From an optimization exercise on the open Yosys and OpenROAD flow, aimed at small area; shortcuts taken in it are not production practice. In this exercise RTL edits were held to simulation tests only and were not proved equivalent to the original. Power is estimated from default activity; no workload was simulated.

`flow/design.v`:
```
module pfiform_rotate #(
    parameter int LANES  = 32,
    parameter int LANE_W = 8,
    parameter int SH_W   = $clog2(LANES)
) (
    input  logic [SH_W-1:0]         shift,
    input  logic [LANES*LANE_W-1:0] din,
    output logic [LANES*LANE_W-1:0] dout
);
    localparam int W = LANES * LANE_W;
    always_comb begin
        dout = din;
        for (int b = 0; b < SH_W; b++) begin
            if (shift[b]) begin
                dout = (dout << ((1 << b) * LANE_W)) | (dout >> (W - (1 << b) * LANE_W));
            end
        end
    end
endmodule
module pfiform_gearbox #(
    parameter int LANES  = 32,
    parameter int LANE_W = 8,
    parameter int DEPTH  = 128
) (
    input  logic                       i_core_clk,
    input  logic                       i_rx_rst,
    input  logic                       i_flush,
    input  logic                       JoinEnable,
    output logic                       JoinPermit,
    input  logic [$clog2(LANES + 1)-1:0]    JoinAmount,
    input  logic [LANES*LANE_W-1:0]    JoinData,
    input  logic                       PopPermit,
    input  logic [$clog2(LANES + 1)-1:0]    PopAmount,
    output logic                       PopEnable,
    output logic [LANES*LANE_W-1:0]    PopData,
    output logic [$clog2(LANES + 1)-1:0]    PopCount,
    output logic [$clog2(DEPTH + 1)-1:0]    Level,
    output logic                       ProtErr
);
    localparam int W  = LANES * LANE_W;
    localparam int CW = $clog2(LANES + 1);
    localparam int LW = $clog2(DEPTH + 1);
    localparam int PW = $clog2(DEPTH);
    localparam int OW = $clog2(LANES);
    localparam int NB = DEPTH / LANES;
    localparam int BW = $clog2(NB);
    localparam logic [CW-1:0] LANES_C  = CW'(LANES);
    localparam logic [LW:0]   ROOM_MAX = (LW + 1)'(DEPTH - LANES);
    localparam logic IDLE  = 1'b0;
    localparam logic DRAIN = 1'b1;
    logic          state;
    logic [PW-1:0] wr_ptr;
    logic [PW-1:0] rd_ptr;
    logic          join_ok;
    logic          pop_ok;
    logic          join_fire;
    logic          pop_full;
    logic          pop_part;
    logic          pop_fire;
    logic          prot_hit;
    logic [CW-1:0] join_n;
    logic [CW-1:0] pop_n;
    assign JoinPermit = (state == IDLE) && ({1'b0, Level} <= ROOM_MAX);
    assign join_ok   = (JoinAmount != '0) && (JoinAmount <= LANES_C);
    assign pop_ok    = (PopAmount != '0) && (PopAmount <= LANES_C);
    assign join_fire = JoinEnable && JoinPermit && join_ok;
    assign pop_full  = PopPermit && pop_ok && (Level >= LW'(PopAmount));
    assign pop_part  = PopPermit && pop_ok && (state == DRAIN) && (Level != '0) &&
                       (Level < LW'(PopAmount));
    assign pop_fire  = pop_full || pop_part;
    assign pop_n  = pop_full ? PopAmount : (pop_part ? Level[CW-1:0] : '0);
    assign join_n = join_fire ? JoinAmount : '0;
    assign prot_hit = (JoinEnable && (!JoinPermit || !join_ok)) || (PopPermit && !pop_ok);
    logic [OW-1:0]              wr_off;
    logic [BW-1:0]              wr_bank;
    logic [W-1:0]               wr_rot_p0;
    logic [LANES-1:0]           wr_en_p0;
    logic [LANES-1:0][OW-1:0]   wr_k_p0;
    logic [LANES-1:0][BW-1:0]   wr_sel_p0;
    logic [LANE_W-1:0]          mem [NB][LANES];
    assign wr_off  = wr_ptr[OW-1:0];
    assign wr_bank = wr_ptr[PW-1:OW];
    pfiform_rotate #(
        .LANES  (LANES),
        .LANE_W (LANE_W),
        .SH_W   (OW)
    ) u_wr_rot (
        .shift (wr_off),
        .din   (JoinData),
        .dout  (wr_rot_p0)
    );
    always_comb begin
        wr_en_p0  = '0;
        wr_k_p0   = '0;
        wr_sel_p0 = '0;
        for (int l = 0; l < LANES; l++) begin
            wr_k_p0[l]   = OW'(l) - wr_off;
            wr_en_p0[l]  = join_fire && (int'(wr_k_p0[l]) < int'(JoinAmount));
            wr_sel_p0[l] = wr_bank + BW'(OW'(l) < wr_off);
        end
    end
    always_ff @(posedge i_core_clk) begin
        for (int l = 0; l < LANES; l++) begin
            if (wr_en_p0[l]) begin
                mem[wr_sel_p0[l]][l] <= wr_rot_p0[l*LANE_W +: LANE_W];
            end
        end
    end
    logic [OW-1:0]              rd_off;
    logic [BW-1:0]              rd_bank;
    logic [OW-1:0]              rd_shift;
    logic [LANES-1:0][BW-1:0]   rd_sel_p0;
    logic [W-1:0]               rd_phys_p0;
    logic [W-1:0]               rd_rot_p0;
    logic [W-1:0]               rd_word_p0;
    assign rd_off   = rd_ptr[OW-1:0];
    assign rd_bank  = rd_ptr[PW-1:OW];
    assign rd_shift = OW'(0) - rd_off;
    always_comb begin
        rd_sel_p0  = '0;
        rd_phys_p0 = '0;
        for (int l = 0; l < LANES; l++) begin
            rd_sel_p0[l] = rd_bank + BW'(OW'(l) < rd_off);
            rd_phys_p0[l*LANE_W +: LANE_W] = mem[rd_sel_p0[l]][l];
        end
    end
    pfiform_rotate #(
        .LANES  (LANES),
        .LANE_W (LANE_W),
        .SH_W   (OW)
    ) u_rd_rot (
        .shift (rd_shift),
        .din   (rd_phys_p0),
        .dout  (rd_rot_p0)
    );
    always_comb begin
        rd_word_p0 = '0;
        for (int k = 0; k < LANES; k++) begin
            if (k < int'(pop_n)) begin
                rd_word_p0[k*LANE_W +: LANE_W] = rd_rot_p0[k*LANE_W +: LANE_W];
            end
        end
    end
    always_ff @(posedge i_core_clk) begin
        if (i_rx_rst) begin
            PopEnable <= 1'b0;
            PopCount  <= '0;
            PopData   <= '0;
        end else begin
            PopEnable <= pop_fire;
            PopCount  <= pop_n;
            if (pop_fire) begin
                PopData <= rd_word_p0;
            end
        end
    end
    always_ff @(posedge i_core_clk) begin
        if (i_rx_rst) begin
            state   <= IDLE;
            wr_ptr  <= '0;
            rd_ptr  <= '0;
            Level   <= '0;
            ProtErr <= 1'b0;
        end else begin
            wr_ptr  <= wr_ptr + PW'(join_n);
            rd_ptr  <= rd_ptr + PW'(pop_n);
            Level   <= Level + LW'(join_n) - LW'(pop_n);
            ProtErr <= ProtErr | prot_hit;
            case (state)
                IDLE:    if (i_flush && (Level != '0)) state <= DRAIN;
                DRAIN:   if (Level == '0) state <= IDLE;
                default: state <= IDLE;
            endcase
        end
    end
endmodule
```
`flow/run.sh`:
```
#!/bin/bash
# synth_recipe.tcl (not shown) runs the flow's synth.tcl, then flattens the netlist and writes it again
# the make line also repeats each setting of config.mk as NAME=value (left out here)
make -C /OpenROAD-flow-scripts/flow DESIGN_CONFIG=/design/flow/config.mk WORK_HOME=/design/flow/orfs CLKGATE_MAP_FILE= SYNTH_SCRIPT=/design/flow/synth_recipe.tcl finish
```
`flow/config.mk`:
```
export PLATFORM = sky130hd
export DESIGN_NAME = pfiform_gearbox
export DESIGN_NICKNAME = pfiform_gearbox
export VERILOG_FILES = /design/flow/design.v
export SDC_FILE = /design/flow/constraint.sdc
export NUM_CORES = 4
export LEC_CHECK = 0
export CAP_MARGIN = 20
export CORE_MARGIN = 2
export CORE_UTILIZATION = 40
export SLEW_MARGIN = 20
```
`flow/constraint.sdc`:
```
create_clock -name core_clock -period 5.0 [get_ports {i_core_clk}]
set_input_delay 1.0000 -clock core_clock [delete_from_list [all_inputs] [get_ports {i_core_clk}]]
set_output_delay 1.0000 -clock core_clock [all_outputs]
set_load 0.01 [all_outputs]
```
==> notes.md <==
==> cell usage in the layout, fill, tap and decap left out, types with 142 or more instances in the layout <==
master / count
dfxtp_1: 277
clkbuf_16: 142
mux4_2: 544
nand2_1: 1125
mux2i_1: 535
a22o_1: 197
a22oi_1: 474
clkdlybuf4s50_1: 544
o21ai_0: 339
buf_4: 570
edfxtp_1: 1024
a21oi_1: 148
nor2_1: 183
ha_1: 168
==> routing by layer <==
layer | wire length, µm | share of wire | global-route usage
met1 | 142000 | 0.38 | 0.481
met5 | 55 | 0.00015 | 0
met3 | 42200 | 0.11 | 0.0774
met2 | 160000 | 0.42 | 0.529
met4 | 32900 | 0.087 | 0.260
==> power by group <==
part / total (mW) / internal (mW) / leakage [nW] / switching, mW
Combinational: 31.9 / 10.6 / 22.0 / 21.3
Clock: 10.6 / 5.96 / 2.27 / 4.61
Sequential: 14.0 / 13.4 / 11.6 / 0.529
Total: 56.4 / 30.0 / 35.8 / 26.4
==> flip-flops by register name, indices dropped and copies added (netlist names) <==
| name | flops |
|---|---|
| Level | 8 |
| PopCount | 6 |
| PopData | 256 |
| PopEnable | 1 |
| ProtErr | 1 |
| mem | 1024 |
| rd_ptr | 7 |
| state | 1 |
| wr_ptr | 7 |
==> through the flow <==
stage	setup TNS (ps)	total power, mW	cell area, µm²	cells
after floorplan	0	29.5	79600	6670
after global placement	-238	44.2	91400	9932
after detailed placement	-166	44.5	91400	9932
after CTS	0	55.0	96100	10200
after global routing	0	57.5	96100	10200
final	0	56.4	96200	10200
==> cells by family (layout without fill, tap and decap cells) <==
group | count (synthesis) | count (layout) | share of synthesized area
muxes | 1131 | 1131 | 0.229
DFF | 1311 | 1311 | 0.459
buffers and inverters | 623 | 1501 | 0.0313
and+or+nand+nor | 1612 | 1612 | 0.0845
xor gates and xnor gates | 133 | 133 | 0.0165
other | 0 | 10 | 0
adders and majority gates | 177 | 177 | 0.0286
AOI/OAI and AO/OA | 1683 | 1683 | 0.152
==> worst paths after layout <==
path,startpoint,endpoint,slack (ps),cells past startpoint
worst max-delay path,rd_ptr[1],PopData[203],300,13
worst max register to register,rd_ptr[1],PopData[203],300,13
worst min-delay path,PopData[194],PopData[194],450,2
worst min register to register,PopData[194],PopData[194],450,2
==> worst max-delay path, cell delays in order (launching register included) <==
cell and delay [ps]:
dfxtp_1 680, a21oi_1 130, buf_4 220, nor2_1 170, ha_1 190, xor2_1 760, mux4_2 560, a22oi_1 400
nand2_1 280, a22o_1 290, a221oi_1 440, buf_4 220, o22a_1 160, o21ai_1 70
==> layout make-up <==
class | count | area, µm²
Timing Repair Buffer | 1154 | 10500
Inverter | 92 | 365
Multi-Input combinational cell | 4736 | 40700
Clock buffer | 178 | 3770
Sequential cell | 1311 | 36500
Fill cell | 17500 | 101000
Tap cell | 2640 | 3300
Clock inverter | 77 | 925
Antenna cell | 10 | 25.0
==> results.py <==
metrics = {
    "clock_tree": {
        "path_clk_slew_ps": 60,
        "numCtsBuffers": 141,
        "post_cts.repair.setup_buffers": 0,
        "h-tree-depth": 4,
        "cts_resized": 0,
        "cts-root-buf": "clkbuf_16",
        "cts_tree": "done",
        "cts_hold_buf": 0,
        "worstSkewPairLatency_ps": 840,
        "cts_max_path_buffers": 3,
        "numClockSinks": 1311,
    },
    "sta": {
        "fmax_mhz": 213,
        "whs_ps": 447,
        "skew_ps": 47.2,
        "fin_ws_ps": 295,
        "worst_pin_slew_ps": 1330,
        "post-route-period-util": 0.941,
        "rsz0062_at_grt": "no",
        "finalSetupViolCount": 0,
        "hold_viol": 0,
        "slew_headroom": 0.107,
        "slew_violations": 0,
        "fin_crit_ps": 4700,
    },
    "synthesis": {
        "async_flop_share": 0,
        "synth.most_common_cell": "nand2_1",
        "synthTopCellsByCount": "nand2_1 (1125), edfxtp_1 (1024), mux4_2 (544)",
        "synth_edf_count": 1024,
        "synth_ff_type": "edfxtp_1",
        "yosysTopAreaCell": "edfxtp_1",
        "synth_cells": 6670,
        "synth-seq-cells": 1311,
        "syn-cell-area_um2": 79600,
        "synth.distinct_cells": 83,
        "avgSynthCellArea_um2": 11.9,
        "ys_seq_area_frac": 0.459,
        "synth_top_area_share": 0.386,
        "yosysWarnings": 2,
        "synthTopCellsByArea": "edfxtp_1 (39%), mux4_2 (15%), dfxtp_1 (7.2%)",
        "syn_nets": 7120,
    },
    "routing": {
        "routedWlPerCell_um": 37.0,
        "drc": 0,
        "drt_pass1_iterations": 7,
        "wl_um": 377000,
        "post_drt_via_cell_ratio": 6.60,
        "drt_iter0_markers": 10800,
        "ant_nets": 0,
        "num_vias": 67300,
    },
    "worst_hold_path": {
        "hp-class": "reg2reg",
    },
    "placed_design": {
        "port_buffers": 545,
        "routabilityCongestion": 1.09,
        "hpwl_um": 307000,
        "place_ws_ps": -155,
    },
    "setup_path": {
        "critPathLaunchType": "flip-flop",
        "crit_path_end_kind": "flip-flop",
        "crit_fanout": 9,
        "required_ps": 5680,
        "worstSetupPathType": "reg2reg",
        "cp.arrival_ps": 5380,
    },
    "power": {
        "max-vdd-ir-drop_mv": 0.409,
        "cellLeakagePower_nw": 35.8,
        "power_density_nw_per_um2": 587,
    },
    "cells_and_area": {
        "area_growth_pct": 20.8,
        "nNetsFinal": 7886,
        "drive_gt1_frac": 0.200,
        "final_core_util": 0.487,
    },
    "die": {
        "fp.dieH_um": 450,
        "core_area_um2": 197000,
        "rows": 163,
        "ioPinCount": 546,
        "initial_core_util": 0.403,
        "dieArea_um2": 203000,
        "die_w_um": 450,
    },
    "global_routing": {
        "grt_usage": 0.363,
        "grt_overflow": 0,
        "antenna_found_initial": 24,
        "grt_pass1_vias": 62200,
        "grt_pass1_wl_um": 511000,
        "grt_max_degree": 242,
    },
    "status": {
        "outcome": "complete, no violations",
    },
    "flow_run": {
        "maxCapViolations": 0,
    },
}

-- re-timing with driven ports --
No port has a modelled driver above. Below, the same layout with a new extraction and two added sets of constraints.
Step 1, drivers: a clkbuf_16 drives i_core_clk and a buf_2 each remaining input, both assumed.
Step 2, shift: input delay + t, output delay - t, t = (earliest + latest rising clock arrival at the registers) / 2. This alone moves slack from input paths to output paths.
Slacks: ideal ports / drivers / drivers and shift; pairs: ideal ports / drivers.
shift t [ns]: 0.899
setup WS [ns]: 0.295 / 0.295 / -0.184
latest minus earliest clock arrival (ns): 0.052 / 0.052
slew at the worst register clock pin (ns): 0.09 / 0.09
Met with ideal ports but missed after step 2: setup timing in this run. For this run, drivers alone change the setup slack by 0.000 ns; drivers and shift together by -0.479 ns.
